Source: an optimization exercise on an open RTL-to-GDS flow (aim: a short achievable clock period and few clock cycles). Production flows keep margins and buffers that such runs may drop.
Function was checked by simulation only, so behaviour that the tests miss may differ from the original.
Power is estimated from default activity; no workload was simulated.

==> flow/design.v <==
package coreDefs;
  localparam int XLEN       = 32;   
  localparam int REG_ADDR_W = 4;
  localparam int NUM_REGS   = 16;
  localparam int OPC_W      = 5;
  localparam int IMM_W      = 16;   
  localparam int OPC_LSB   = 27;   
  localparam int IMM_BIT   = 26;   
  localparam int RD_LSB    = 22;
  localparam int RS1_LSB   = 18;
  localparam int RS2_LSB   = 14;
  localparam int MOD_U_BIT = 16;   
  localparam int MOD_H_BIT = 17;   
  localparam int OFFSET_W  = 27;   
  typedef enum logic [OPC_W-1:0] {
    OP_ADD = 5'b00000,
    OP_SUB = 5'b00001,
    OP_CMP = 5'b00101,
    OP_AND = 5'b00110,
    OP_OR  = 5'b00111,
    OP_NOT = 5'b01000,
    OP_MOV = 5'b01001,
    OP_LSL = 5'b01010,
    OP_LSR = 5'b01011,
    OP_ASR = 5'b01100,
    OP_NOP = 5'b01101,
    OP_BEQ = 5'b10000,
    OP_BGT = 5'b10001,
    OP_B   = 5'b10010
  } opcodeT;
  typedef enum logic [3:0] {
    ALU_ADD,
    ALU_SUB,
    ALU_CMP,
    ALU_AND,
    ALU_OR,
    ALU_NOT,
    ALU_MOV,
    ALU_LSL,
    ALU_LSR,
    ALU_ASR,
    ALU_NONE
  } aluOpT;
  typedef enum logic [1:0] {
    BR_NONE,
    BR_EQ,
    BR_GT,
    BR_ALWAYS
  } brKindT;
endpackage
`timescale 1ns/1ps
module simpleRiscCore #(
  parameter int IMEM_DEPTH = 256
) (
  input  logic                          clk,
  input  logic                          rst,
  input  logic                          progWr,
  input  logic [$clog2(IMEM_DEPTH)-1:0] progAddr,
  input  logic [31:0]                   progData,
  output logic                          wbValid,
  output logic [3:0]                    wbReg,
  output logic [31:0]                   wbData,
  output logic                          flagGt,
  output logic                          flagEq
);
  localparam int SW = 36;
  localparam logic [3:0] OPI_ADD = 4'd0;
  localparam logic [3:0] OPI_SUB = 4'd1;
  localparam logic [3:0] OPI_AND = 4'd2;
  localparam logic [3:0] OPI_OR  = 4'd3;
  localparam logic [3:0] OPI_NOT = 4'd4;
  localparam logic [3:0] OPI_MOV = 4'd5;
  localparam logic [3:0] OPI_LSL = 4'd6;
  localparam logic [3:0] OPI_LSR = 4'd7;
  localparam logic [3:0] OPI_ASR = 4'd8;
  logic        wV;
  logic [7:0]  wA;
  logic [31:0] wD;
  always_ff @(posedge clk) begin
    wV <= progWr;
    wA <= progAddr;
    wD <= progData;
  end
  logic [SW-1:0] wWord;
  logic          pdWr, pdCmp, pdBeq, pdBgt, pdBalw, pdBr;
  logic [3:0]    pdOp;
  always_comb begin
    pdWr   = 1'b1;
    pdCmp  = 1'b0;
    pdBeq  = 1'b0;
    pdBgt  = 1'b0;
    pdBalw = 1'b0;
    pdOp   = OPI_ADD;
    case (wD[31:27])
      5'b00000: pdOp = OPI_ADD;
      5'b00001: pdOp = OPI_SUB;
      5'b00110: pdOp = OPI_AND;
      5'b00111: pdOp = OPI_OR;
      5'b01000: pdOp = OPI_NOT;
      5'b01001: pdOp = OPI_MOV;
      5'b01010: pdOp = OPI_LSL;
      5'b01011: pdOp = OPI_LSR;
      5'b01100: pdOp = OPI_ASR;
      5'b00101: begin pdWr = 1'b0; pdCmp = 1'b1; end
      5'b10000: begin pdWr = 1'b0; pdBeq = 1'b1; end
      5'b10001: begin pdWr = 1'b0; pdBgt = 1'b1; end
      5'b10010: begin pdWr = 1'b0; pdBalw = 1'b1; end
      default:  pdWr = 1'b0;
    endcase
    pdBr  = pdBeq | pdBgt | pdBalw;
    wWord = {pdWr, pdCmp, pdBeq, pdBgt, pdBalw, pdOp,
             wD[26:8], pdBr ? (wA + wD[7:0]) : wD[7:0]};
  end
  logic [SW-1:0] imem [256];
  always_ff @(posedge clk) begin
    if (wV) begin
      imem[wA] <= wWord;
    end
  end
  logic [7:0]    pc;
  logic [SW-1:0] l1 [16];
  logic [3:0]    l1Hi;
  logic          l1V;
  logic [SW-1:0] ir;
  logic          irV;
  always_ff @(posedge clk) begin
    for (int g = 0; g < 16; g++) begin
      l1[g] <= imem[{4'(g), pc[3:0]}];
    end
    l1Hi <= pc[7:4];
    ir   <= l1[l1Hi];
  end
  always_ff @(posedge clk or posedge rst) begin
    if (rst) begin
      l1V <= 1'b0;
      irV <= 1'b0;
    end else begin
      l1V <= 1'b1;
      irV <= l1V;
    end
  end
  logic        opWr, opCmp, opBeq, opBgt, opBalw;
  logic [3:0]  opOp;
  logic [3:0]  opRd, opRs1, opRs2;
  logic [31:0] opImm;
  logic [31:0] rf [16];
  logic [31:0] opA, opBr, opB;
  logic        a1Cmp;
  logic        cmpGt, cmpEq;
  logic        flGt, flEq;
  logic        rsWr;
  logic [3:0]  rsRd;
  logic [31:0] rsData;
  logic        rsGt, rsEq;
  assign opWr   = irV & ir[35];
  assign opCmp  = irV & ir[34];
  assign opBeq  = irV & ir[33];
  assign opBgt  = irV & ir[32];
  assign opBalw = irV & ir[31];
  assign opOp   = ir[30:27];
  assign opRd   = ir[25:22];
  assign opRs1  = ir[21:18];
  assign opRs2  = ir[17:14];
  always_comb begin
    case (ir[17:16])
      2'b01:   opImm = {16'd0, ir[15:0]};
      2'b10:   opImm = {ir[15:0], 16'd0};
      default: opImm = {{16{ir[15]}}, ir[15:0]};
    endcase
  end
  assign opA  = (rsWr && rsRd == opRs1) ? rsData : rf[opRs1];
  assign opBr = (rsWr && rsRd == opRs2) ? rsData : rf[opRs2];
  assign opB  = ir[26] ? opImm : opBr;
  logic curGt, curEq, taken;
  assign curGt = a1Cmp ? cmpGt : flGt;
  assign curEq = a1Cmp ? cmpEq : flEq;
  assign taken = opBalw | (opBeq & curEq) | (opBgt & curGt);
  always_ff @(posedge clk or posedge rst) begin
    if (rst) begin
      pc <= '0;
    end else begin
      pc <= taken ? ir[7:0] : pc + 8'd1;
    end
  end
  logic        a1Wr;
  logic        a1Sub, a1Add, a1Logic, a1Lsl, a1Lsr, a1Asr;
  logic [1:0]  a1LogSel;
  logic [3:0]  a1Rd;
  logic [31:0] a1A, a1B;
  always_ff @(posedge clk or posedge rst) begin
    if (rst) begin
      a1Wr  <= 1'b0;
      a1Cmp <= 1'b0;
    end else begin
      a1Wr  <= opWr;
      a1Cmp <= opCmp;
    end
  end
  always_ff @(posedge clk) begin
    a1A      <= opA;
    a1B      <= opB;
    a1Rd     <= opRd;
    a1Sub    <= (opOp == OPI_SUB);
    a1Add    <= (opOp == OPI_ADD) || (opOp == OPI_SUB);
    a1Logic  <= (opOp == OPI_AND) || (opOp == OPI_OR) || (opOp == OPI_NOT) || (opOp == OPI_MOV);
    a1LogSel <= opOp[1:0];
    a1Lsl    <= (opOp == OPI_LSL);
    a1Lsr    <= (opOp == OPI_LSR);
    a1Asr    <= (opOp == OPI_ASR);
  end
  assign cmpEq = (a1A == a1B);
  assign cmpGt = ($signed(a1A) > $signed(a1B));
  always_ff @(posedge clk or posedge rst) begin
    if (rst) begin
      flGt <= 1'b0;
      flEq <= 1'b0;
    end else if (a1Cmp) begin
      flGt <= cmpGt;
      flEq <= cmpEq;
    end
  end
  logic [31:0] a1Bx;
  logic [16:0] a1Lo;
  logic [15:0] a1Hi0, a1Hi1;
  logic [31:0] a1Log;
  logic [31:0] a1Shl, a1Shr;
  logic        a1Sat;
  assign a1Bx  = a1Sub ? ~a1B : a1B;
  assign a1Lo  = {1'b0, a1A[15:0]} + {1'b0, a1Bx[15:0]} + {16'd0, a1Sub};
  assign a1Hi0 = a1A[31:16] + a1Bx[31:16];
  assign a1Hi1 = a1A[31:16] + a1Bx[31:16] + 16'd1;
  always_comb begin
    case (a1LogSel)
      2'b10:   a1Log = a1A & a1B;    
      2'b11:   a1Log = a1A | a1B;    
      2'b00:   a1Log = ~a1B;         
      default: a1Log = a1B;          
    endcase
  end
  logic a1Fill;
  assign a1Fill = a1Asr & a1A[31];
  assign a1Sat  = |a1B[31:5];
  assign a1Shl  = a1A << {a1B[4:2], 2'b00};
  assign a1Shr  = 32'($signed({a1Fill, a1A}) >>> {a1B[4:2], 2'b00});
  logic        a2Wr;
  logic [3:0]  a2Rd;
  logic        a2Gt, a2Eq;
  logic        a2Add, a2Logic, a2Lsl, a2Rsh, a2Sat, a2Fill;
  logic [16:0] a2Lo;
  logic [15:0] a2Hi0, a2Hi1;
  logic [31:0] a2Log, a2Shl, a2Shr;
  logic [1:0]  a2Sh;
  always_ff @(posedge clk or posedge rst) begin
    if (rst) begin
      a2Wr <= 1'b0;
    end else begin
      a2Wr <= a1Wr;
    end
  end
  always_ff @(posedge clk) begin
    a2Rd    <= a1Rd;
    a2Gt    <= flGt;
    a2Eq    <= flEq;
    a2Add   <= a1Add;
    a2Logic <= a1Logic;
    a2Lsl   <= a1Lsl;
    a2Rsh   <= a1Lsr | a1Asr;
    a2Sat   <= a1Sat;
    a2Fill  <= a1Fill;
    a2Lo    <= a1Lo;
    a2Hi0   <= a1Hi0;
    a2Hi1   <= a1Hi1;
    a2Log   <= a1Log;
    a2Shl   <= a1Shl;
    a2Shr   <= a1Shr;
    a2Sh    <= a1B[1:0];
  end
  logic [31:0] a2Sum, a2ShlF, a2ShrF, a2Res;
  assign a2Sum  = {a2Lo[16] ? a2Hi1 : a2Hi0, a2Lo[15:0]};
  assign a2ShlF = a2Sat ? 32'd0 : (a2Shl << a2Sh);
  assign a2ShrF = a2Sat ? {32{a2Fill}} : 32'($signed({a2Fill, a2Shr}) >>> a2Sh);
  always_comb begin
    a2Res = '0;
    if (a2Add)   a2Res = a2Res | a2Sum;
    if (a2Logic) a2Res = a2Res | a2Log;
    if (a2Lsl)   a2Res = a2Res | a2ShlF;
    if (a2Rsh)   a2Res = a2Res | a2ShrF;
  end
  always_ff @(posedge clk or posedge rst) begin
    if (rst) begin
      rsWr <= 1'b0;
    end else begin
      rsWr <= a2Wr;
    end
  end
  always_ff @(posedge clk) begin
    rsRd   <= a2Rd;
    rsData <= a2Res;
    rsGt   <= a2Gt;
    rsEq   <= a2Eq;
  end
  always_ff @(posedge clk or posedge rst) begin
    if (rst) begin
      for (int i = 0; i < 16; i++) begin
        rf[i] <= '0;
      end
    end else if (rsWr) begin
      rf[rsRd] <= rsData;
    end
  end
  assign wbValid = rsWr;
  assign wbReg   = rsRd;
  assign wbData  = rsData;
  assign flagGt  = rsGt;
  assign flagEq  = rsEq;
endmodule
==> flow/run.sh <==
#!/bin/bash
# synth_recipe.tcl (not shown) runs the flow's synth.tcl, then flattens the netlist and writes it again
# the make line also repeats each setting of config.mk as NAME=value (left out here)
make -C /OpenROAD-flow-scripts/flow DESIGN_CONFIG=/design/flow/config.mk WORK_HOME=/design/flow/orfs CLKGATE_MAP_FILE= SYNTH_SCRIPT=/design/flow/synth_recipe.tcl finish
==> flow/config.mk <==
export PLATFORM = sky130hd
export DESIGN_NAME = simpleRiscCore
export DESIGN_NICKNAME = simpleRiscCore
export VERILOG_FILES = /design/flow/design.v
export SDC_FILE = /design/flow/constraint.sdc
export NUM_CORES = 4
export LEC_CHECK = 0
export CAP_MARGIN = 20
export CORE_MARGIN = 2
export CORE_UTILIZATION = 35
export SETUP_SLACK_MARGIN = 2.0
export SLEW_MARGIN = 20
export SYNTH_MEMORY_MAX_BITS = 16384
==> flow/constraint.sdc <==
create_clock -name core_clock -period 4.5 [get_ports {clk}]
set_input_delay 0.9000 -clock core_clock [delete_from_list [all_inputs] [get_ports {clk}]]
set_output_delay 0.9000 -clock core_clock [all_outputs]
set_load 0.01 [all_outputs]
==> reports/qor.yml, run 1 <==
setup_path:
  crit_buf_inv: 5
  timing.rr.end: "imem[11][7]"
  startpoint_type: "flop"
  worstPathMaxFanout: 5
  crit_type: "reg -> reg"
  max_stage_delay_ns: 0.36
  timing.rr.start: "wD[1]"
  critical_path_arrival_ns: 4.08
  crit_required_ns: 5.42
  crit_slowest_cell: "dfxtp_4"
  worstRegToRegCells: 15
  crit_path_cell_trace: "ha_4, a21o_1, a21oi_2, o21bai_1, a21oi_2, o21bai_1, a21oi_1, xor2_1, nor2_2, xor2_4, buf_12, buf_4, buf_16, buf_12, buf_16"
  path_delay_family: "compound AO/OA/AOI/OAI gates"
  endpoint_kind: "flop"
  r2r_setup_slack_ns: 1.34
place:
  pre_cts_ws_ns: 0.440
  dp_hpwl_um: 749000
  place_congestion: 0.894
  io_buffers: 81
  place_area_mm2: 0.433
route:
  drt_iter0_drc: 35894
  totalWireLength_um: 1360000
  dr.pass1.iters: 17
  drt-wirelength-per-cell_um: 36.9
  drc_errors: 0
  via_per_inst: 5.84
  antenna_left: 0
  vias: 215418
finish:
  drive_gt1_share_pct: 39.0
  fin_nets: 20854
  syn2layout_area_growth_pct: 23.6
  fin_area_mm2: 0.498
synthesis:
  synth-simple-area-share_pct: 1.24
  synth.area.top_cells: "edfxtp_1, mux4_2, dfxtp_1"
  netlist_area_mm2: 0.403
  synth_compound_area_share_pct: 2.40
  synth-edff-count: 9216
  synthDistinctLibCells: 76
  avgSynthCellArea_um2: 22.3
  synthAdderAreaFrac_pct: 0.455
  synth_ff_type: "edfxtp_1"
  ys_ff_latch: 10678
  synth_cells: 18109
  synthMuxAreaShare_pct: 18.0
  synth_xor_area_share_pct: 0.261
  ys_top_cells_by_count: "edfxtp_1, mux4_2, dfxtp_1"
  netlist.area_leader.share_pct: 68.6
  synth_nets: 18297
  async_flop_share_pct: 4.94
  synth_top_family_by_area: "multiplexers"
  ys_seq_area_share_pct: 76.5
  post-synth-top-count-cell: "edfxtp_1"
  synth_area_leader_cell: "edfxtp_1"
  ys_warn_count: 3
floorplanning:
  start_util_pct: 35.1
  die_width_um: 1080
  pin_count: 82
  die_h_um: 1080
  core_area_mm2: 1.15
  dieArea_mm2: 1.16
  rows: 394
timing:
  slew_headroom_pct: -9.12
  fin_crit_sh_pct: 70.3
  clock_skew_ns: 0.159
  fin_crit_ns: 3.16
  worst_slack_ns: 1.34
  finalHoldViolations: 0
  report.final.setup_viol: 0
  timing.fmax_mhz: 316
  slew_violations: 64
  rsz0062_at_grt: "yes"
  tightest_slew_ns: 1.64
run_status:
  failed_checks: "slew limit"
  status: "finished with violations"
clock_tree:
  clk_path_buf_depth: 6
  root_buffer: "clkbuf_16"
  cts.reportedPaths.clkPinSlew_ns: 0.06
  clock-sinks: 10678
  cts_buffers: 1180
  clock_latency_ns: 1.31
  cts_max_level: 7
  cts_tree: "done"
hold_path:
  hold_path.class: "in -> reg"
  hp-start: "progData[13]"
  whs_path_depth: 1
  min_to: "wD[13]"
flow_run:
  maxCapViolations: 0
power_and_ir_drop:
  power_density_mw_per_mm2: 631
  peakVddDrop_v: 0.000403
  power_leakage_nw: 158
global_routing:
  antenna_found_initial: 143
  grtUsageTotal_pct: 22.5
  grt_pass1_wl_um: 1810000
  grt_max_degree: 176
  grt_overflow: 0
  grt_pass1_vias: 208457
-- cell usage in the layout, fill, tap and decap left out, types with 48 or more instances in the layout --
cell          n
a21oi_1     215
a221oi_1     53
a22o_1       71
a22oi_1     495
a22oi_2      60
buf_12      537
buf_16      404
buf_4       905
buf_6       309
buf_8       144
bufinv_16    85
clkbuf_1    282
clkbuf_16  1260
clkbuf_8    103
clkinv_1    115
clkinv_2    180
dfrtp_1     523
dfxtp_1     781
dfxtp_4     117
diode_2     134
edfxtp_1   9216
ha_1        102
inv_1        88
mux2_2      553
mux2i_1      61
mux4_2     2907
nand2_1     127
nand3_1     112
nand4_1     126
nor2_1      164
nor2_4      288
o21ai_0     115
xnor2_1      53
xor2_1       48
-- metal layers --
metal	up-vias	routed length [µm]	part of all wire (%)	global-route usage (%)
li1	81976	-	-	-
met1	116425	499000	37	29.9
met2	14118	611000	45	34.1
met3	2853	168000	12	6.36
met4	46	83000	6.1	11.0
met5	-	1110	0.081	0
-- stage by stage --
stage | cells | hold WS, ns | setup TNS (ns) | total power, mW | util, %
after floorplan | 18109 | 0.310 | -2097.42 | 164 | -
after global placement | 33330 | 0.311 | -2.32 | 198 | 37.6
after detailed placement | 33383 | 0.312 | 0 | 198 | 37.6
after CTS | 36508 | 0.0173 | 0 | 310 | 42.9
after global routing | 36842 | 0.0701 | 0 | 322 | 43.3
final | 36912 | 0.107 | 0 | 315 | 43.3
-- registers in the layout, indices dropped and copies added (netlist names), 9 cells and up --
name    count
a1A        32
a1B        32
a2Hi0      16
a2Hi1      16
a2Lo       17
a2Log      32
a2Shl      32
a2Shr      32
imem     9216
ir         36
l1        576
rf        512
rsData     32
wD         27
wWord       9
-- layout make-up --
type	instances	area, µm²
clock inverters	463	4720
fillers	96242	652000
well taps	15246	19100
repair buffers	2432	37100
diodes	134	335
inverters	125	502
repair inverters	1	5.00
multi-input cells	6248	95000
clock buffers	1585	32500
flip-flops and latches	10678	309000
-- cell families (layout without fill, tap and decap cells) --
logic type | Yosys count | in the layout
AOI/OAI and AO/OA | 1375 | 1375
and+or+nand+nor | 1073 | 1074
DFF | 10678 | 10678
buffers and inverters | 1186 | 4606
muxes | 3531 | 3533
other | 1 | 135
adders and majority gates | 145 | 145
xor gates and xnor gates | 120 | 120
-- report_power, final --
group | leakage, nW | total (mW) | internal (mW) | switching (mW)
logic | 46.2 | 95.2 | 47.5 | 47.7
clock network | 18.3 | 94.6 | 55.6 | 39.1
registers | 93.8 | 125 | 114 | 11.1
total | 158 | 315 | 217 | 97.8
-- worst max-delay path by stage --
stage,startpoint,end,slack (ns),cells after the start
2_1_floorplan,rst,a1Cmp,-3.58,1
3_3_place_gp,l1Hi[3],ir[17],-0.49,5
3_5_place_dp,l1Hi[1],ir[1],0.44,6
4_1_cts,wD[1],imem[42][7],1.47,15
5_1_grt,wD[1],imem[11][7],1.28,15
6_report,wD[1],imem[11][7],1.34,15
-- worst register-to-register path, stage by stage (launching register included) --
cell and delay [ns]:
dfxtp_4 0.36, ha_4 0.23, a21o_1 0.17, a21oi_2 0.15, o21bai_1 0.10, a21oi_2 0.20
o21bai_1 0.11, a21oi_1 0.22, xor2_1 0.19, nor2_2 0.09, xor2_4 0.18, buf_12 0.21
buf_4 0.15, buf_16 0.16, buf_12 0.20, buf_16 0.13
-- repair_timing --
action,in CTS,in global routing
resized for setup,1925,498
buffers inserted,771,195
pin swaps,233,142
hold endpoints to repair,1,0
endpoints found under the setup margin,12195,3665
hold buffers,1,0
gates cloned,305,71
Testbench counts, summed over its fixed seeds: cycles 46,699.
==> run 2, diff against run 1 <==
--- a/flow/design.v
+++ b/flow/design.v
@@ -64,5 +64,4 @@
   output logic                          flagEq
 );
-  localparam int SW = 36;
   localparam logic [3:0] OPI_ADD = 4'd0;
   localparam logic [3:0] OPI_SUB = 4'd1;
@@ -82,49 +81,57 @@
     wD <= progData;
   end
-  logic [SW-1:0] wWord;
-  logic          pdWr, pdCmp, pdBeq, pdBgt, pdBalw, pdBr;
-  logic [3:0]    pdOp;
+  logic [4:0]  pdCtl;
+  logic        pdBr;
+  logic [31:0] pdWord;
   always_comb begin
-    pdWr   = 1'b1;
-    pdCmp  = 1'b0;
-    pdBeq  = 1'b0;
-    pdBgt  = 1'b0;
-    pdBalw = 1'b0;
-    pdOp   = OPI_ADD;
+    pdCtl = 5'b00000;
     case (wD[31:27])
-      5'b00000: pdOp = OPI_ADD;
-      5'b00001: pdOp = OPI_SUB;
-      5'b00110: pdOp = OPI_AND;
-      5'b00111: pdOp = OPI_OR;
-      5'b01000: pdOp = OPI_NOT;
-      5'b01001: pdOp = OPI_MOV;
-      5'b01010: pdOp = OPI_LSL;
-      5'b01011: pdOp = OPI_LSR;
-      5'b01100: pdOp = OPI_ASR;
-      5'b00101: begin pdWr = 1'b0; pdCmp = 1'b1; end
-      5'b10000: begin pdWr = 1'b0; pdBeq = 1'b1; end
-      5'b10001: begin pdWr = 1'b0; pdBgt = 1'b1; end
-      5'b10010: begin pdWr = 1'b0; pdBalw = 1'b1; end
-      default:  pdWr = 1'b0;
+      5'b00000: pdCtl = {1'b1, OPI_ADD};
+      5'b00001: pdCtl = {1'b1, OPI_SUB};
+      5'b00110: pdCtl = {1'b1, OPI_AND};
+      5'b00111: pdCtl = {1'b1, OPI_OR};
+      5'b01000: pdCtl = {1'b1, OPI_NOT};
+      5'b01001: pdCtl = {1'b1, OPI_MOV};
+      5'b01010: pdCtl = {1'b1, OPI_LSL};
+      5'b01011: pdCtl = {1'b1, OPI_LSR};
+      5'b01100: pdCtl = {1'b1, OPI_ASR};
+      5'b00101: pdCtl = 5'b01000;
+      5'b10000: pdCtl = 5'b00100;
+      5'b10001: pdCtl = 5'b00010;
+      5'b10010: pdCtl = 5'b00001;
+      default:  pdCtl = 5'b00000;
     endcase
-    pdBr  = pdBeq | pdBgt | pdBalw;
-    wWord = {pdWr, pdCmp, pdBeq, pdBgt, pdBalw, pdOp,
-             wD[26:8], pdBr ? (wA + wD[7:0]) : wD[7:0]};
-  end
-  logic [SW-1:0] imem [256];
-  always_ff @(posedge clk) begin
-    if (wV) begin
-      imem[wA] <= wWord;
-    end
-  end
-  logic [7:0]    pc;
-  logic [SW-1:0] l1 [16];
-  logic [3:0]    l1Hi;
-  logic          l1V;
-  logic [SW-1:0] ir;
-  logic          irV;
+    pdBr   = (wD[31:29] == 3'b100) && (wD[28:27] != 2'b11);
+    pdWord = {pdCtl, wD[26:8], pdBr ? (wA + wD[7:0]) : wD[7:0]};
+  end
+  logic [15:0] wRow, wCol;
+  logic [31:0] wWord;
+  always_ff @(posedge clk) begin
+    for (int i = 0; i < 16; i++) begin
+      wRow[i] <= wV && (wA[7:4] == 4'(i));
+      wCol[i] <= (wA[3:0] == 4'(i));
+    end
+    wWord <= pdWord;
+  end
+  logic [15:0][15:0][31:0] imem;
+  for (genvar r = 0; r < 16; r++) begin : g_row
+    for (genvar c = 0; c < 16; c++) begin : g_col
+      always_ff @(posedge clk) begin
+        if (wRow[r] && wCol[c]) begin
+          imem[r][c] <= wWord;
+        end
+      end
+    end
+  end
+  logic                go;
+  logic [7:0]          pc;
+  logic [15:0][31:0]   l1;
+  logic [3:0]          l1Hi;
+  logic                l1V;
+  logic [31:0]         ir;
+  logic                irV;
   always_ff @(posedge clk) begin
     for (int g = 0; g < 16; g++) begin
-      l1[g] <= imem[{4'(g), pc[3:0]}];
+      l1[g] <= imem[g][pc[3:0]];
     end
     l1Hi <= pc[7:4];
@@ -133,17 +140,19 @@
   always_ff @(posedge clk or posedge rst) begin
     if (rst) begin
+      go  <= 1'b0;
       l1V <= 1'b0;
       irV <= 1'b0;
     end else begin
-      l1V <= 1'b1;
+      go  <= 1'b1;
+      l1V <= go;
       irV <= l1V;
     end
   end
-  logic        opWr, opCmp, opBeq, opBgt, opBalw;
-  logic [3:0]  opOp;
-  logic [3:0]  opRd, opRs1, opRs2;
-  logic [31:0] opImm;
-  logic [31:0] rf [16];
-  logic [31:0] opA, opBr, opB;
+  logic              opWr, opCmp, opBeq, opBgt, opBalw;
+  logic [3:0]        opOp;
+  logic [3:0]        opRd, opRs1, opRs2;
+  logic [31:0]       opImm;
+  logic [15:0][31:0] rf;
+  logic [31:0]       opA, opBr, opB;
   logic        a1Cmp;
   logic        cmpGt, cmpEq;
@@ -153,9 +162,9 @@
   logic [31:0] rsData;
   logic        rsGt, rsEq;
-  assign opWr   = irV & ir[35];
-  assign opCmp  = irV & ir[34];
-  assign opBeq  = irV & ir[33];
-  assign opBgt  = irV & ir[32];
-  assign opBalw = irV & ir[31];
+  assign opWr   = irV & ir[31];
+  assign opCmp  = irV & ~ir[31] & ir[30];
+  assign opBeq  = irV & ~ir[31] & ir[29];
+  assign opBgt  = irV & ~ir[31] & ir[28];
+  assign opBalw = irV & ~ir[31] & ir[27];
   assign opOp   = ir[30:27];
   assign opRd   = ir[25:22];
@@ -179,5 +188,5 @@
     if (rst) begin
       pc <= '0;
-    end else begin
+    end else if (go) begin
       pc <= taken ? ir[7:0] : pc + 8'd1;
     end
@@ -187,5 +196,6 @@
   logic [1:0]  a1LogSel;
   logic [3:0]  a1Rd;
-  logic [31:0] a1A, a1B;
+  logic [31:0] a1A, a1B, a1Bx;
+  logic [31:0] cA, cB;
   always_ff @(posedge clk or posedge rst) begin
     if (rst) begin
@@ -197,7 +207,17 @@
     end
   end
+  always_ff @(posedge clk or posedge rst) begin
+    if (rst) begin
+      cA <= '0;
+      cB <= '0;
+    end else begin
+      cA <= opA;
+      cB <= opB;
+    end
+  end
   always_ff @(posedge clk) begin
     a1A      <= opA;
     a1B      <= opB;
+    a1Bx     <= (opOp == OPI_SUB) ? ~opB : opB;
     a1Rd     <= opRd;
     a1Sub    <= (opOp == OPI_SUB);
@@ -209,6 +229,6 @@
     a1Asr    <= (opOp == OPI_ASR);
   end
-  assign cmpEq = (a1A == a1B);
-  assign cmpGt = ($signed(a1A) > $signed(a1B));
+  assign cmpEq = (cA == cB);
+  assign cmpGt = ($signed(cA) > $signed(cB));
   always_ff @(posedge clk or posedge rst) begin
     if (rst) begin
@@ -220,5 +240,4 @@
     end
   end
-  logic [31:0] a1Bx;
   logic [16:0] a1Lo;
   logic [15:0] a1Hi0, a1Hi1;
@@ -226,5 +245,4 @@
   logic [31:0] a1Shl, a1Shr;
   logic        a1Sat;
-  assign a1Bx  = a1Sub ? ~a1B : a1B;
   assign a1Lo  = {1'b0, a1A[15:0]} + {1'b0, a1Bx[15:0]} + {16'd0, a1Sub};
   assign a1Hi0 = a1A[31:16] + a1Bx[31:16];
@@ -300,11 +318,11 @@
     rsEq   <= a2Eq;
   end
-  always_ff @(posedge clk or posedge rst) begin
-    if (rst) begin
-      for (int i = 0; i < 16; i++) begin
+  for (genvar i = 0; i < 16; i++) begin : g_rf
+    always_ff @(posedge clk or posedge rst) begin
+      if (rst) begin
         rf[i] <= '0;
+      end else if (rsWr && rsRd == 4'(i)) begin
+        rf[i] <= rsData;
       end
-    end else if (rsWr) begin
-      rf[rsRd] <= rsData;
     end
   end
--- a/flow/config.mk
+++ b/flow/config.mk
@@ -8,6 +8,7 @@
 export CAP_MARGIN = 20
 export CORE_MARGIN = 2
-export CORE_UTILIZATION = 35
+export CORE_UTILIZATION = 45
+export CTS_CLUSTER_SIZE = 30
+export PLACE_DENSITY = 0.65
 export SETUP_SLACK_MARGIN = 2.0
 export SLEW_MARGIN = 20
-export SYNTH_MEMORY_MAX_BITS = 16384
==> run 2 against run 1 <==
The run now finishes clean. Clock skew down 0.049 ns. First-iteration DRC count down 24%. Sequential power down 12%. Worst setup slack better by 0.012 ns. Count of clock-buffer cells in the layout down 267. Synthesized cell count down 13%. Routed wire length down 23%. Global-route usage up 2.2 points. Non-clock buffer count down 858. Highest routed layer unchanged.
==> reports/qor.yml, run 2 <==
setup_path:
  crit_path_cell_trace: "inv_1, ha_4, nand4_1, or4_4, nor3_4, nor2_2, a22oi_2, o311ai_4, a41oi_4, buf_12, buf_16, mux2i_1, a21oi_1"
  startpoint_type: "flop"
  crit_required_ns: 5.53
  endpoint_kind: "flop"
  worstRegToRegCells: 13
  crit_buf_inv: 3
  crit_type: "reg -> reg"
  path_delay_family: "simple AND/OR/NAND/NOR gates"
  crit_slowest_cell: "or4_4"
  worstPathMaxFanout: 7
  path_depth: 13
  critical_path_arrival_ns: 4.18
  max_stage_delay_ns: 0.57
floorplanning:
  die_width_um: 910
  rows: 332
  pin_count: 82
  dieArea_mm2: 0.827
  die_h_um: 910
  start_util_pct: 45.2
  core_area_mm2: 0.817
synthesis:
  synthDistinctLibCells: 74
  avgSynthCellArea_um2: 23.4
  netlist_area_mm2: 0.369
  post-synth-top-count-cell: "edfxtp_1"
  synth_area_leader_cell: "edfxtp_1"
  ys_warn_count: 1
  synth-edff-count: 8192
  async_flop_share_pct: 6.09
  ys_seq_area_share_pct: 75.9
  synth_ff_type: "edfxtp_1"
  synth_nets: 15914
  synth.area.top_cells: "edfxtp_1, mux4_2, dfxtp_1"
  netlist.area_leader.share_pct: 66.7
  ys_top_cells_by_count: "edfxtp_1, mux4_2, dfxtp_1"
  ys_ff_latch: 9743
  synth_cells: 15792
finish:
  drive_gt1_share_pct: 39.5
  reg_top3: "imem: 8192 flops, l1: 512 flops, rf: 512 flops"
  largest_reg_flops: 8192
  fillCellCount: 60424
  layout.cells.most_common: "edfxtp_1"
  largest_register: "imem"
  syn2layout_area_growth_pct: 18.3
  most-common-layout-cells: "edfxtp_1, mux4_2, clkbuf_16"
  fin_nets: 17536
timing:
  fin_crit_ns: 3.15
  report.final.setup_viol: 0
  setup-tns-final_ns: 0
  finalHoldViolations: 0
  slew_violations: 0
  timing.fmax_mhz: 317
  clock_skew_ns: 0.110
  rsz0062_at_grt: "yes"
  slew_headroom_pct: 17.5
  fin_crit_sh_pct: 70.0
  tightest_slew_ns: 1.24
clock_tree:
  cts_max_level: 6
  clk_path_buf_depth: 4
  cts_tree: "done"
  cts_buffers: 945
  cts.reportedPaths.clkPinSlew_ns: 0.07
  hold_buffers: 0
  clock_latency_ns: 1.21
  clock-sinks: 9743
  root_buffer: "clkbuf_16"
hold_path:
  hold_path.class: "in -> async"
power_and_ir_drop:
  power_density_mw_per_mm2: 610
  power_leakage_nw: 142
  peakVddDrop_v: 0.000572
  power_mw: 266
route:
  drt_iter0_drc: 27271
  antenna_left: 0
  totalWireLength_um: 1050000
  dr.pass1.iters: 8
  via_per_inst: 6.22
  vias: 182031
  drc_errors: 0
  drt-wirelength-per-cell_um: 35.8
global_routing:
  grt_pass1_wl_um: 1440000
  grtUsageTotal_pct: 24.7
  antenna_found_initial: 112
  grt_pass1_vias: 178259
  grt_overflow: 0
  grt_max_degree: 161
place:
  io_buffers: 81
  place_congestion: 0.875
  dp_hpwl_um: 599000
flow_run:
  maxCapViolations: 0
run_status:
  status: "no timing/DRC/antenna violations"
==> run 2: changes by cell type after synthesis, sizes merged, moves of 78 or more <==
cell / delta
and2: +239
a22o: -78
a21oi: -132
nand4: -110
buf: -94
nor2: -333
a22oi: -523
mux4: +163
edfxtp: -1024
==> run 2: final timing paths <==
path | from | endpoint | slack [ns]
setup reg to reg | cB[31] | pc[1] | 1.35
max in group asynchronous | rst | rsWr | 3.17
setup / recovery | cB[31] | pc[1] | 1.35
min in group core_clock | progAddr[6] | wA[6] | 0.15
hold / removal | rst | rf[81] | 0.14
hold reg to reg | wD[14] | wWord[14] | 0.32
==> run 2: cell families (layout without fill, tap and decap cells) <==
kind of cell | after synthesis | count (layout) | synth area share, %
adder cells (fa/ha/maj) | 79 | 79 | 0.276
other | 1 | 136 | 0.00102
multiplexers | 3748 | 3748 | 20.8
AND/OR/NAND/NOR | 707 | 710 | 1.03
flip-flops | 9743 | 9743 | 75.9
AO/OA/AOI/OAI | 438 | 438 | 0.780
buffers and inverters | 988 | 3458 | 1.04
XOR/XNOR | 88 | 88 | 0.209
==> run 2: timing repair <==
action	in CTS	in global routing
cloned	154	52
endpoints found under the setup margin	4162	892
buffers inserted	361	110
pin swaps	79	60
gates resized for setup	1120	293
==> run 2: layer usage <==
metal / vias to the layer above / global-route usage (%) / routed length, µm
met5: - / 0 / 121
met4: 18 / 8.63 / 40400
met3: 1608 / 5.50 / 115000
met2: 10723 / 38.8 / 497000
met1: 99138 / 34.7 / 396000
li1: 70544 / - / -
==> run 2: worst reg2reg max path, stage by stage, from the launching register on <==
cell,delay [ns]
dfrtp_1,0.35
inv_1,0.07
ha_4,0.30
nand4_1,0.13
or4_4,0.57
nor3_4,0.17
nor2_2,0.07
a22oi_2,0.20
o311ai_4,0.19
a41oi_4,0.35
buf_12,0.17
buf_16,0.12
mux2i_1,0.19
a21oi_1,0.11
==> run 2: layout make-up <==
cell class / instances / area, µm² / area share (%)
sequential: 9743 / 280000 / 64.3
timing repair buffer: 1574 / 22800 / 5.22
antenna: 135 / 338 / 0.0774
multi-input combinational: 5064 / 86900 / 19.9
tap: 10855 / 13600 / 3.11
inverter: 86 / 334 / 0.0766
clock inverter: 480 / 5700 / 1.31
clock buffer: 1318 / 26300 / 6.04
==> run 2: stage by stage <==
step	util, %	hold slack [ns]	setup slack [ns]	instances	cell area (µm²)
6_report	53.4	0.135	1.35	29255	436000
5_1_grt	53.4	0.104	1.30	29144	436000
4_1_cts	52.9	0.0379	1.54	28957	433000
3_5_place_dp	47.6	0.312	0.986	26644	389000
3_3_place_gp	47.6	0.312	1.01	26643	389000
2_1_floorplan	-	0.310	-4.49	15792	369000
==> run 2: power by group <==
group,switching (mW),internal (mW)
combinational,35.0,40.5
clock,34.9,45.9
sequential,7.53,102
Testbench counts of run 2, summed over its fixed seeds: cycles 46,731.
==> run 3, diff against run 2 <==
--- a/flow/design.v
+++ b/flow/design.v
@@ -73,12 +73,4 @@
   localparam logic [3:0] OPI_LSR = 4'd7;
   localparam logic [3:0] OPI_ASR = 4'd8;
-  logic        wV;
-  logic [7:0]  wA;
-  logic [31:0] wD;
-  always_ff @(posedge clk) begin
-    wV <= progWr;
-    wA <= progAddr;
-    wD <= progData;
-  end
   logic [4:0]  pdCtl;
   logic        pdBr;
@@ -86,5 +78,5 @@
   always_comb begin
     pdCtl = 5'b00000;
-    case (wD[31:27])
+    case (progData[31:27])
       5'b00000: pdCtl = {1'b1, OPI_ADD};
       5'b00001: pdCtl = {1'b1, OPI_SUB};
@@ -102,15 +94,17 @@
       default:  pdCtl = 5'b00000;
     endcase
-    pdBr   = (wD[31:29] == 3'b100) && (wD[28:27] != 2'b11);
-    pdWord = {pdCtl, wD[26:8], pdBr ? (wA + wD[7:0]) : wD[7:0]};
+    pdBr   = (progData[31:29] == 3'b100) && (progData[28:27] != 2'b11);
+    pdWord = {pdCtl, progData[26:8], pdBr ? (progAddr + progData[7:0]) : progData[7:0]};
   end
-  logic [15:0] wRow, wCol;
-  logic [31:0] wWord;
+  logic [15:0]       wRow, wCol;
+  logic [15:0][31:0] wWord;
   always_ff @(posedge clk) begin
     for (int i = 0; i < 16; i++) begin
-      wRow[i] <= wV && (wA[7:4] == 4'(i));
-      wCol[i] <= (wA[3:0] == 4'(i));
+      wRow[i] <= progWr && (progAddr[7:4] == 4'(i));
+      wCol[i] <= (progAddr[3:0] == 4'(i));
+      if (progWr && (progAddr[7:4] == 4'(i))) begin
+        wWord[i] <= pdWord;
+      end
     end
-    wWord <= pdWord;
   end
   logic [15:0][15:0][31:0] imem;
@@ -119,10 +113,9 @@
       always_ff @(posedge clk) begin
         if (wRow[r] && wCol[c]) begin
-          imem[r][c] <= wWord;
+          imem[r][c] <= wWord[r];
         end
       end
     end
   end
-  logic                go;
   logic [7:0]          pc;
   logic [15:0][31:0]   l1;
@@ -140,10 +133,8 @@
   always_ff @(posedge clk or posedge rst) begin
     if (rst) begin
-      go  <= 1'b0;
       l1V <= 1'b0;
       irV <= 1'b0;
     end else begin
-      go  <= 1'b1;
-      l1V <= go;
+      l1V <= 1'b1;
       irV <= l1V;
     end
@@ -188,5 +179,5 @@
     if (rst) begin
       pc <= '0;
-    end else if (go) begin
+    end else begin
       pc <= taken ? ir[7:0] : pc + 8'd1;
     end
@@ -229,6 +220,29 @@
     a1Asr    <= (opOp == OPI_ASR);
   end
-  assign cmpEq = (cA == cB);
-  assign cmpGt = ($signed(cA) > $signed(cB));
+  logic [31:0] cmpG0, cmpE0;
+  logic [15:0] cmpG1, cmpE1;
+  logic [7:0]  cmpG2, cmpE2;
+  logic [3:0]  cmpG3, cmpE3;
+  logic [1:0]  cmpG4, cmpE4;
+  assign cmpG0 = {~cA[31] & cB[31], cA[30:0] & ~cB[30:0]};   
+  assign cmpE0 = ~(cA ^ cB);
+  for (genvar i = 0; i < 16; i++) begin : g_cmp1
+    assign cmpG1[i] = cmpG0[2*i+1] | (cmpE0[2*i+1] & cmpG0[2*i]);
+    assign cmpE1[i] = cmpE0[2*i+1] & cmpE0[2*i];
+  end
+  for (genvar i = 0; i < 8; i++) begin : g_cmp2
+    assign cmpG2[i] = cmpG1[2*i+1] | (cmpE1[2*i+1] & cmpG1[2*i]);
+    assign cmpE2[i] = cmpE1[2*i+1] & cmpE1[2*i];
+  end
+  for (genvar i = 0; i < 4; i++) begin : g_cmp3
+    assign cmpG3[i] = cmpG2[2*i+1] | (cmpE2[2*i+1] & cmpG2[2*i]);
+    assign cmpE3[i] = cmpE2[2*i+1] & cmpE2[2*i];
+  end
+  for (genvar i = 0; i < 2; i++) begin : g_cmp4
+    assign cmpG4[i] = cmpG3[2*i+1] | (cmpE3[2*i+1] & cmpG3[2*i]);
+    assign cmpE4[i] = cmpE3[2*i+1] & cmpE3[2*i];
+  end
+  assign cmpGt = cmpG4[1] | (cmpE4[1] & cmpG4[0]);
+  assign cmpEq = cmpE4[1] & cmpE4[0];
   always_ff @(posedge clk or posedge rst) begin
     if (rst) begin
@@ -240,12 +254,17 @@
     end
   end
-  logic [16:0] a1Lo;
-  logic [15:0] a1Hi0, a1Hi1;
+  logic [3:0][8:0] a1S0, a1S1;
   logic [31:0] a1Log;
   logic [31:0] a1Shl, a1Shr;
   logic        a1Sat;
-  assign a1Lo  = {1'b0, a1A[15:0]} + {1'b0, a1Bx[15:0]} + {16'd0, a1Sub};
-  assign a1Hi0 = a1A[31:16] + a1Bx[31:16];
-  assign a1Hi1 = a1A[31:16] + a1Bx[31:16] + 16'd1;
+  for (genvar i = 0; i < 4; i++) begin : g_add
+    if (i == 0) begin : g_lo
+      assign a1S0[i] = {1'b0, a1A[7:0]} + {1'b0, a1Bx[7:0]} + {8'd0, a1Sub};
+      assign a1S1[i] = a1S0[i];
+    end else begin : g_hi
+      assign a1S0[i] = {1'b0, a1A[8*i +: 8]} + {1'b0, a1Bx[8*i +: 8]};
+      assign a1S1[i] = {1'b0, a1A[8*i +: 8]} + {1'b0, a1Bx[8*i +: 8]} + 9'd1;
+    end
+  end
   always_comb begin
     case (a1LogSel)
@@ -265,6 +284,5 @@
   logic        a2Gt, a2Eq;
   logic        a2Add, a2Logic, a2Lsl, a2Rsh, a2Sat, a2Fill;
-  logic [16:0] a2Lo;
-  logic [15:0] a2Hi0, a2Hi1;
+  logic [3:0][8:0] a2S0, a2S1;
   logic [31:0] a2Log, a2Shl, a2Shr;
   logic [1:0]  a2Sh;
@@ -286,7 +304,6 @@
     a2Sat   <= a1Sat;
     a2Fill  <= a1Fill;
-    a2Lo    <= a1Lo;
-    a2Hi0   <= a1Hi0;
-    a2Hi1   <= a1Hi1;
+    a2S0    <= a1S0;
+    a2S1    <= a1S1;
     a2Log   <= a1Log;
     a2Shl   <= a1Shl;
@@ -295,5 +312,12 @@
   end
   logic [31:0] a2Sum, a2ShlF, a2ShrF, a2Res;
-  assign a2Sum  = {a2Lo[16] ? a2Hi1 : a2Hi0, a2Lo[15:0]};
+  logic [3:0] a2C;   
+  assign a2C[0] = 1'b0;
+  assign a2C[1] = a2S0[0][8];
+  assign a2C[2] = a2S0[1][8] | (a2S1[1][8] & a2C[1]);
+  assign a2C[3] = a2S0[2][8] | (a2S1[2][8] & a2C[2]);
+  for (genvar i = 0; i < 4; i++) begin : g_sum
+    assign a2Sum[8*i +: 8] = a2C[i] ? a2S1[i][7:0] : a2S0[i][7:0];
+  end
   assign a2ShlF = a2Sat ? 32'd0 : (a2Shl << a2Sh);
   assign a2ShrF = a2Sat ? {32{a2Fill}} : 32'($signed({a2Fill, a2Shr}) >>> a2Sh);
--- a/flow/config.mk
+++ b/flow/config.mk
@@ -8,7 +8,7 @@
 export CAP_MARGIN = 20
 export CORE_MARGIN = 2
-export CORE_UTILIZATION = 45
+export CORE_UTILIZATION = 55
 export CTS_CLUSTER_SIZE = 30
-export PLACE_DENSITY = 0.65
+export PLACE_DENSITY = 0.7
 export SETUP_SLACK_MARGIN = 2.0
-export SLEW_MARGIN = 20
+export SLEW_MARGIN = 30
==> run 3 against run 2 <==
Still clean on timing, DRC and antenna. Sequential power rose by 6%. Hold slack improved by 0.0063 ns. Sequential cell count rose by 450. Clock power rose by 1%. Area after synthesis rose by 3.8%. Register-to-register slack improved by 0.44 ns. Worst setup slack improved by 0.44 ns. Critical path type unchanged. Critical endpoint is now l1[349]. Highest routed layer unchanged.
==> reports/qor.yml, run 3 <==
clock_tree:
  root_buffer: "clkbuf_16"
  cts_max_level: 6
  cts.reportedPaths.clkPinSlew_ns: 0.08
  cts_tree: "done"
  clock-sinks: 10193
  clk_path_buf_depth: 4
  clock_latency_ns: 1.22
  cts_buffers: 941
finish:
  fin_nets: 17660
  most-common-layout-cells: "edfxtp_1, mux4_2, clkbuf_16"
  fin_area_mm2: 0.443
  layout.cells.most_common: "edfxtp_1"
  regArea_mm2: 0.294
  multi_input_area_mm2: 0.0866
  fillCellCount: 43908
  syn2layout_area_growth_pct: 15.7
  largest_register: "imem"
  largest_reg_flops: 8192
  drive_gt1_share_pct: 36.7
timing:
  finalHoldViolations: 0
  timing.fmax_mhz: 369
  rsz0062_at_grt: "yes"
  fin_crit_sh_pct: 60.3
  report.final.setup_viol: 0
  fin_crit_ns: 2.71
  slew_headroom_pct: 20.3
  tightest_slew_ns: 1.20
  worst_slack_ns: 1.79
  clock_skew_ns: 0.0923
  slew_violations: 0
power_and_ir_drop:
  power_mw: 279
  clkPwrFrac_pct: 29.2
  p_comb_share_pct: 28.9
  p_seq_share_pct: 41.9
  switching_share_pct: 29.6
  peakVddDrop_v: 0.000613
  power_density_mw_per_mm2: 630
  power.switching_mw: 82.7
  p_int_mw: 197
  power_leakage_nw: 148
flow_run:
  maxCapViolations: 0
place:
  dp_hpwl_um: 600000
  io_buffers: 81
  pre_cts_ws_ns: 0.458
  place_area_mm2: 0.400
  place_congestion: 0.878
setup_path:
  r2r_setup_slack_ns: 1.79
  crit_type: "reg -> reg"
  path_delay_family: "buffers and inverters"
  crit_slowest_cell: "mux4_2"
  cpMostUsedCell: "buf_16"
  worstPathMaxFanout: 8
  max_stage_delay_ns: 0.51
  crit_buf_inv: 7
  startpoint_type: "flop"
  crit_path_cell_trace: "buf_16, buf_16, buf_16, buf_8, buf_16, buf_12, buf_16, mux4_2, mux4_2"
  critical_path_arrival_ns: 3.77
  endpoint_kind: "flop"
  crit_required_ns: 5.56
route:
  dr.pass1.iters: 8
  antenna_left: 0
  totalWireLength_um: 1080000
  via_per_inst: 6.77
  drt-wirelength-per-cell_um: 38.7
  drt_iter0_drc: 32493
  drc_errors: 0
  vias: 189225
floorplanning:
  pin_count: 82
  dieArea_mm2: 0.703
  rows: 306
  die_h_um: 839
  die_width_um: 839
  core_area_mm2: 0.694
  start_util_pct: 55.2
global_routing:
  antenna_found_initial: 127
  grt_pass1_wl_um: 1460000
  grt_max_degree: 111
  grt_overflow: 0
  grtUsageTotal_pct: 30.0
  grt_pass1_vias: 181703
synthesis:
  netlist.area_leader.share_pct: 68.2
  synth_area_leader_cell: "edfxtp_1"
  synth_nets: 16345
  post-synth-top-count-cell: "edfxtp_1"
  ys_ff_latch: 10193
  synth_ff_type: "edfxtp_1"
  avgSynthCellArea_um2: 23.6
  ys_seq_area_share_pct: 76.8
  synth-edff-count: 8704
  async_flop_share_pct: 5.81
  ys_top_cells_by_count: "edfxtp_1, mux4_2, dfxtp_1"
  synth.area.top_cells: "edfxtp_1, mux4_2, dfxtp_1"
  ys_warn_count: 1
  synthDistinctLibCells: 72
  netlist_area_mm2: 0.383
  synth_cells: 16219
hold_path:
  hold_path.class: "in -> reg"
run_status:
  status: "no timing/DRC/antenna violations"
==> run 3: layout make-up <==
class / count / share of cell area, %
multi-input cells: 5056 / 19.5
well taps: 9240 / 2.61
clock inverters: 434 / 1.12
inverters: 71 / 0.0621
clock buffers: 1360 / 6.05
flip-flops and latches: 10193 / 66.4
repair buffers: 1271 / 4.05
diodes: 322 / 0.182
==> run 3: routing by layer <==
layer	vias up	GRT usage [%]	part of all wire, %	wire length (µm)
met3	2248	7.92	13	142000
met1	100688	41.6	35	378000
li1	71893	-	-	-
met5	-	0	0.021	228
met2	14362	46.0	47	512000
met4	34	12.7	4.4	47600
==> run 3: worst register-to-register path: stages (launching register included) <==
cell and delay [ns]:
dfrtp_4 0.50, buf_16 0.17, buf_16 0.17, buf_16 0.16
buf_8 0.15, buf_16 0.15, buf_12 0.17, buf_16 0.15
mux4_2 0.47, mux4_2 0.51
==> run 3: power groups by stage <==
stage | Clock, mW | Combinational (mW) | Sequential, mW
6_report | 81.6 | 80.8 | 117
5_1_grt | 85.5 | 83.4 | 117
4_1_cts | 81.8 | 77.0 | 117
3_5_place_dp | 0 | 66.6 | 120
3_3_place_gp | 0 | 66.2 | 119
2_1_floorplan | 0 | 47.5 | 112
==> run 3: per-stage QoR <==
step / TNS, ns / hold WS (ns) / std cells / utilization, %
after floorplan: -2647.03 / 0.310 / 16219 / -
after global placement: 0 / 0.312 / 25302 / 57.5
after detailed placement: 0 / 0.312 / 25310 / 57.6
after CTS: 0 / 0.0768 / 27484 / 63.3
after global routing: 0 / 0.147 / 27686 / 63.8
final: 0 / 0.142 / 27947 / 63.9
==> run 3: worst paths after layout <==
path                             start  endpoint  cells past startpoint
setup / recovery                 pc[0]   l1[349]                      9
hold / removal             progAddr[1]   wCol[0]                      2
setup reg to reg                 pc[0]   l1[349]                      9
hold reg to reg                a2Rd[1]   rsRd[1]                      0
max in group asynchronous          rst   rf[275]                      4
min in group asynchronous          rst    rf[23]                      2
==> run 3: logic make-up (layout without fill, tap and decap cells) <==
| logic type | Yosys count | after routing | synth area share (%) |
|---|---|---|---|
| buffers and inverters | 971 | 3136 | 1.03 |
| flip-flops | 10193 | 10193 | 76.8 |
| AND/OR/NAND/NOR | 687 | 688 | 0.946 |
| adder cells (fa/ha/maj) | 83 | 83 | 0.283 |
| XOR/XNOR | 86 | 86 | 0.197 |
| other | 1 | 323 | 0.000979 |
| multiplexers | 3746 | 3746 | 20.0 |
| AO/OA/AOI/OAI | 452 | 452 | 0.742 |
==> run 3: what timing repair did <==
item | CTS | global route
buffers inserted | 272 | 73
setup endpoints to repair | 3905 | 581
gates resized for setup | 881 | 183
gates cloned | 108 | 66
hold buffers | 0 | 0
pin swaps | 8 | 28
Testbench counts of run 3, summed over its fixed seeds: cycles 46,699.
==> run 4, diff against run 3 <==
--- a/flow/design.v
+++ b/flow/design.v
@@ -118,5 +118,9 @@
     end
   end
-  logic [7:0]          pc;
+  logic [7:0]          pc, pcNext;
+  logic [3:0]          selBn, selC, selDn;
+  logic [3:0]          selB, selD;
+  assign selB = ~selBn;
+  assign selD = ~selDn;
   logic [15:0][31:0]   l1;
   logic [3:0]          l1Hi;
@@ -126,5 +130,10 @@
   always_ff @(posedge clk) begin
     for (int g = 0; g < 16; g++) begin
-      l1[g] <= imem[g][pc[3:0]];
+      case (g / 4)
+        0:       l1[g] <= imem[g][pc[3:0]];
+        1:       l1[g] <= imem[g][selB];
+        2:       l1[g] <= imem[g][selC];
+        default: l1[g] <= imem[g][selD];
+      endcase
     end
     l1Hi <= pc[7:4];
@@ -176,9 +185,26 @@
   assign curEq = a1Cmp ? cmpEq : flEq;
   assign taken = opBalw | (opBeq & curEq) | (opBgt & curGt);
+  assign pcNext = taken ? ir[7:0] : pc + 8'd1;
   always_ff @(posedge clk or posedge rst) begin
     if (rst) begin
       pc <= '0;
     end else begin
-      pc <= taken ? ir[7:0] : pc + 8'd1;
+      pc <= pcNext;
+    end
+  end
+  always_ff @(posedge clk or posedge rst) begin
+    if (rst) begin
+      selBn <= 4'hf;
+    end else begin
+      selBn <= ~pcNext[3:0];
+    end
+  end
+  always_ff @(posedge clk) begin
+    if (rst) begin
+      selC  <= 4'h0;
+      selDn <= 4'hf;
+    end else begin
+      selC  <= pcNext[3:0];
+      selDn <= ~pcNext[3:0];
     end
   end
@@ -329,14 +355,25 @@
     if (a2Rsh)   a2Res = a2Res | a2ShrF;
   end
+  logic        rsWrN;
+  logic        woV;
+  logic [3:0]  woRd;
+  logic [31:0] woData;
+  assign rsWr = ~rsWrN;
   always_ff @(posedge clk or posedge rst) begin
     if (rst) begin
-      rsWr <= 1'b0;
+      rsWrN  <= 1'b1;
+      rsRd   <= '0;
+      rsData <= '0;
+      woV    <= 1'b0;
     end else begin
-      rsWr <= a2Wr;
+      rsWrN  <= ~a2Wr;
+      rsRd   <= a2Rd;
+      rsData <= a2Res;
+      woV    <= a2Wr;
     end
   end
   always_ff @(posedge clk) begin
-    rsRd   <= a2Rd;
-    rsData <= a2Res;
+    woRd   <= a2Rd;
+    woData <= a2Res;
     rsGt   <= a2Gt;
     rsEq   <= a2Eq;
@@ -351,7 +388,7 @@
     end
   end
-  assign wbValid = rsWr;
-  assign wbReg   = rsRd;
-  assign wbData  = rsData;
+  assign wbValid = woV;
+  assign wbReg   = woRd;
+  assign wbData  = woData;
   assign flagGt  = rsGt;
   assign flagEq  = rsEq;
==> run 4 against run 3 <==
Now fails the layout checks on antenna rules. Cell count is 2.7% higher. First-iteration DRC count is 6.7% lower. Area after synthesis is 0.76% higher. Count of clock-buffer cells in the layout stayed put. Clock power hardly changed. Sequential power hardly changed. Cell area is 0.78% lower. Critical path type unchanged. Largest power group unchanged.
==> reports/qor.yml, run 4 <==
run_status:
  status: "finished with violations"
  failed_checks: "antenna rules"
timing:
  timing.hold.ws_ns: 0.144
  fin_crit_ns: 2.83
  finalHoldViolations: 0
  fin_crit_sh_pct: 62.8
  tightest_slew_ns: 1.10
  report.final.setup_viol: 0
  slew_headroom_pct: 26.8
  rsz0062_at_grt: "yes"
  clock_skew_ns: 0.140
  setup-tns-final_ns: 0
  slew_violations: 0
  timing.fmax_mhz: 354
synthesis:
  synth.area.top_cells: "edfxtp_1, mux4_2, dfxtp_1"
  async_flop_share_pct: 6.18
  netlist.area_leader.share_pct: 67.7
  ys_ff_latch: 10242
  ys_warn_count: 1
  synth-edff-count: 8704
  netlist_area_mm2: 0.386
  synth_nets: 17483
  synthDistinctLibCells: 68
  synth_area_leader_cell: "edfxtp_1"
  synth_ff_type: "edfxtp_1"
  ys_top_cells_by_count: "edfxtp_1, mux4_2, dfxtp_1"
  synth_cells: 17357
  ys_seq_area_share_pct: 76.5
  avgSynthCellArea_um2: 22.2
  post-synth-top-count-cell: "edfxtp_1"
route:
  drc_errors: 0
  vias: 191877
  via_per_inst: 6.69
  totalWireLength_um: 1070000
  drt_iter0_drc: 30329
  dr.pass1.iters: 8
  antenna_left: 1
  drt-wirelength-per-cell_um: 37.2
power_and_ir_drop:
  power_mw: 268
  power_density_mw_per_mm2: 610
  power_leakage_nw: 148
  peakVddDrop_v: 0.000514
setup_path:
  critical_path_arrival_ns: 3.92
  r2r_setup_slack_ns: 1.67
  worstRegToRegCells: 10
  crit_start: "cA[27]"
  crit_type: "reg -> reg"
  timing.rr.end: "selDn[3]"
  timing.rr.start: "cA[27]"
  startpoint_type: "flop"
  worstPathMaxFanout: 4
  endpoint_kind: "flop"
  crit_required_ns: 5.59
clock_tree:
  root_buffer: "clkbuf_16"
  clock-sinks: 10242
  cts_tree: "done"
  cts.reportedPaths.clkPinSlew_ns: 0.07
  clk_path_buf_depth: 4
  cts_buffers: 953
  clock_latency_ns: 1.24
  cts_max_level: 6
floorplanning:
  die_width_um: 842
  die_h_um: 842
  dieArea_mm2: 0.709
  core_area_mm2: 0.699
  pin_count: 82
  rows: 307
  start_util_pct: 55.2
place:
  io_buffers: 81
  dp_hpwl_um: 610000
  place_congestion: 0.856
global_routing:
  antenna_found_initial: 132
  grt_pass1_wl_um: 1460000
  grt_max_degree: 118
  grt_overflow: 0
  grt_pass1_vias: 184687
  grtUsageTotal_pct: 29.7
hold_path:
  hold_path.class: "in -> reg"
  hp-start: "progData[10]"
  whs_path_depth: 1
  min_to: "wWord[490]"
finish:
  fin_util_pct: 62.9
  largest_reg_flops: 8192
  syn2layout_area_growth_pct: 14.0
  drive_gt1_share_pct: 32.5
  fin_nets: 18411
  most-common-layout-cells: "edfxtp_1, mux4_2, clkbuf_16"
  layout.cells.most_common: "edfxtp_1"
  largest_register: "imem"
flow_run:
  maxCapViolations: 0
## run 4: cell types whose count changed after synthesis, sizes merged, moves of 68 or more
| cell | change |
|---|---|
| mux2i | +453 |
| mux4 | -425 |
| o21ai | +265 |
| a21oi | +182 |
| a221oi | +127 |
| mux2 | +122 |
| a22oi | +111 |
| nand2 | +103 |
| clkbuf | +68 |
## run 4: kinds of logic after synthesis
group	synth area share, %
DFF	76.5
other	0.000972
adders and majority gates	0.281
AOI/OAI and AO/OA	1.91
xor gates and xnor gates	0.213
and+or+nand+nor	1.06
buffers and inverters	1.10
muxes	18.9
## run 4: layout make-up
class                           count  area (µm²)
Sequential cell                 10242      296000
Fill cell                       45630      259000
Clock buffer                     1360       26700
Clock inverter                    455        5060
Inverter                           76         289
Timing Repair Buffer              961       11800
Antenna cell                      273         683
Tap cell                         9270       11600
Multi-Input combinational cell   6051       88200
## run 4: how the worst max path moves through the flow
stage | endpoint | slack [ns] | cells after the start
after floorplan | selDn[0] | -5.47 | 2
after global placement | wWord[167] | -0.20 | 9
final | selDn[3] | 1.67 | 10
after CTS | selDn[3] | 1.72 | 10
after detailed placement | wWord[6] | 0.009 | 11
after global routing | selDn[2] | 1.59 | 10
## run 4: worst max-delay path, stage by stage, from the launching register on
cell and delay (ns):
dfrtp_1 0.38, ha_1 0.31, nand4_1 0.22, nor4_4 0.41, a32o_2 0.26, a22o_1 0.20
a211oi_4 0.07, buf_8 0.17, buf_12 0.14, mux2i_4 0.21, or2_2 0.33
## run 4: repair_timing
action,4_1_cts,5_1_grt
setup buffers,158,38
pin swaps,12,12
endpoints found under the setup margin,3682,318
hold buffers,0,0
cloned,35,12
resized for setup,533,122
## run 4: stage by stage
step	instance area, µm²	cells	setup slack [ns]
final	440000	28688	1.67
after floorplan	386000	17357	-5.47
after detailed placement	402000	26353	0.00926
after global routing	439000	28447	1.59
after CTS	438000	28361	1.72
after global placement	402000	26341	-0.202
## run 4: power breakdown
part / internal (mW) / switching [mW] / total, mW
clock: 45.8 / 35.5 / 81.3
sequential: 109 / 9.67 / 118
combinational: 33.1 / 35.5 / 68.5
total: 188 / 80.6 / 268
## run 4: layer usage
metal	part of all wire (%)	up-vias	global-route usage, %	wire [µm]
met3	12	2067	7.31	130000
met1	36	101874	41.2	383000
met2	47	13083	46.0	506000
met4	4.4	44	12.4	47300
li1	-	74809	-	-
met5	0.028	-	0	297
Testbench counts of run 4, summed over its fixed seeds: cycles 46,699.

==> afterwards: timing with drivers on the ports <==
Ports are ideal in the flow. The routed layouts listed here were re-timed in OpenROAD. Step 1, drivers: a clkbuf_16 drives clk and a buf_2 each remaining input, both assumed. Step 2 moves the port delays by t, midway between the first and last clock arrival at a register: inputs arrive t later, outputs are due t later. That takes back most of the time a late clock gives input paths. a / b / c = no drivers / after step 1 / after step 2; a / b = the first two.
run	t, ns	setup WS [ns]	hold slack, ns	clock arrival spread, ns	worst slew at a driven data input, ns	cell pins on the clock port's net
run 1	1.372	1.336 / 1.336 / 1.336	0.107 / -0.024 / 0.243	0.191 / 0.190	0.29	1
run 2	1.308	1.348 / 1.348 / 1.348	0.135 / 0.003 / 0.324	0.133 / 0.133	0.07	1
run 3	1.301	1.788 / 1.685 / 0.718	0.142 / 0.039 / 0.326	0.102 / 0.102	0.18	1
run 4	1.300	1.674 / 1.674 / 0.628	0.144 / 0.041 / 0.326	0.152 / 0.151	0.33	1
The setup slack of run 3, which loses most, moves by -0.103 ns with the drivers and by -1.070 ns with both steps.
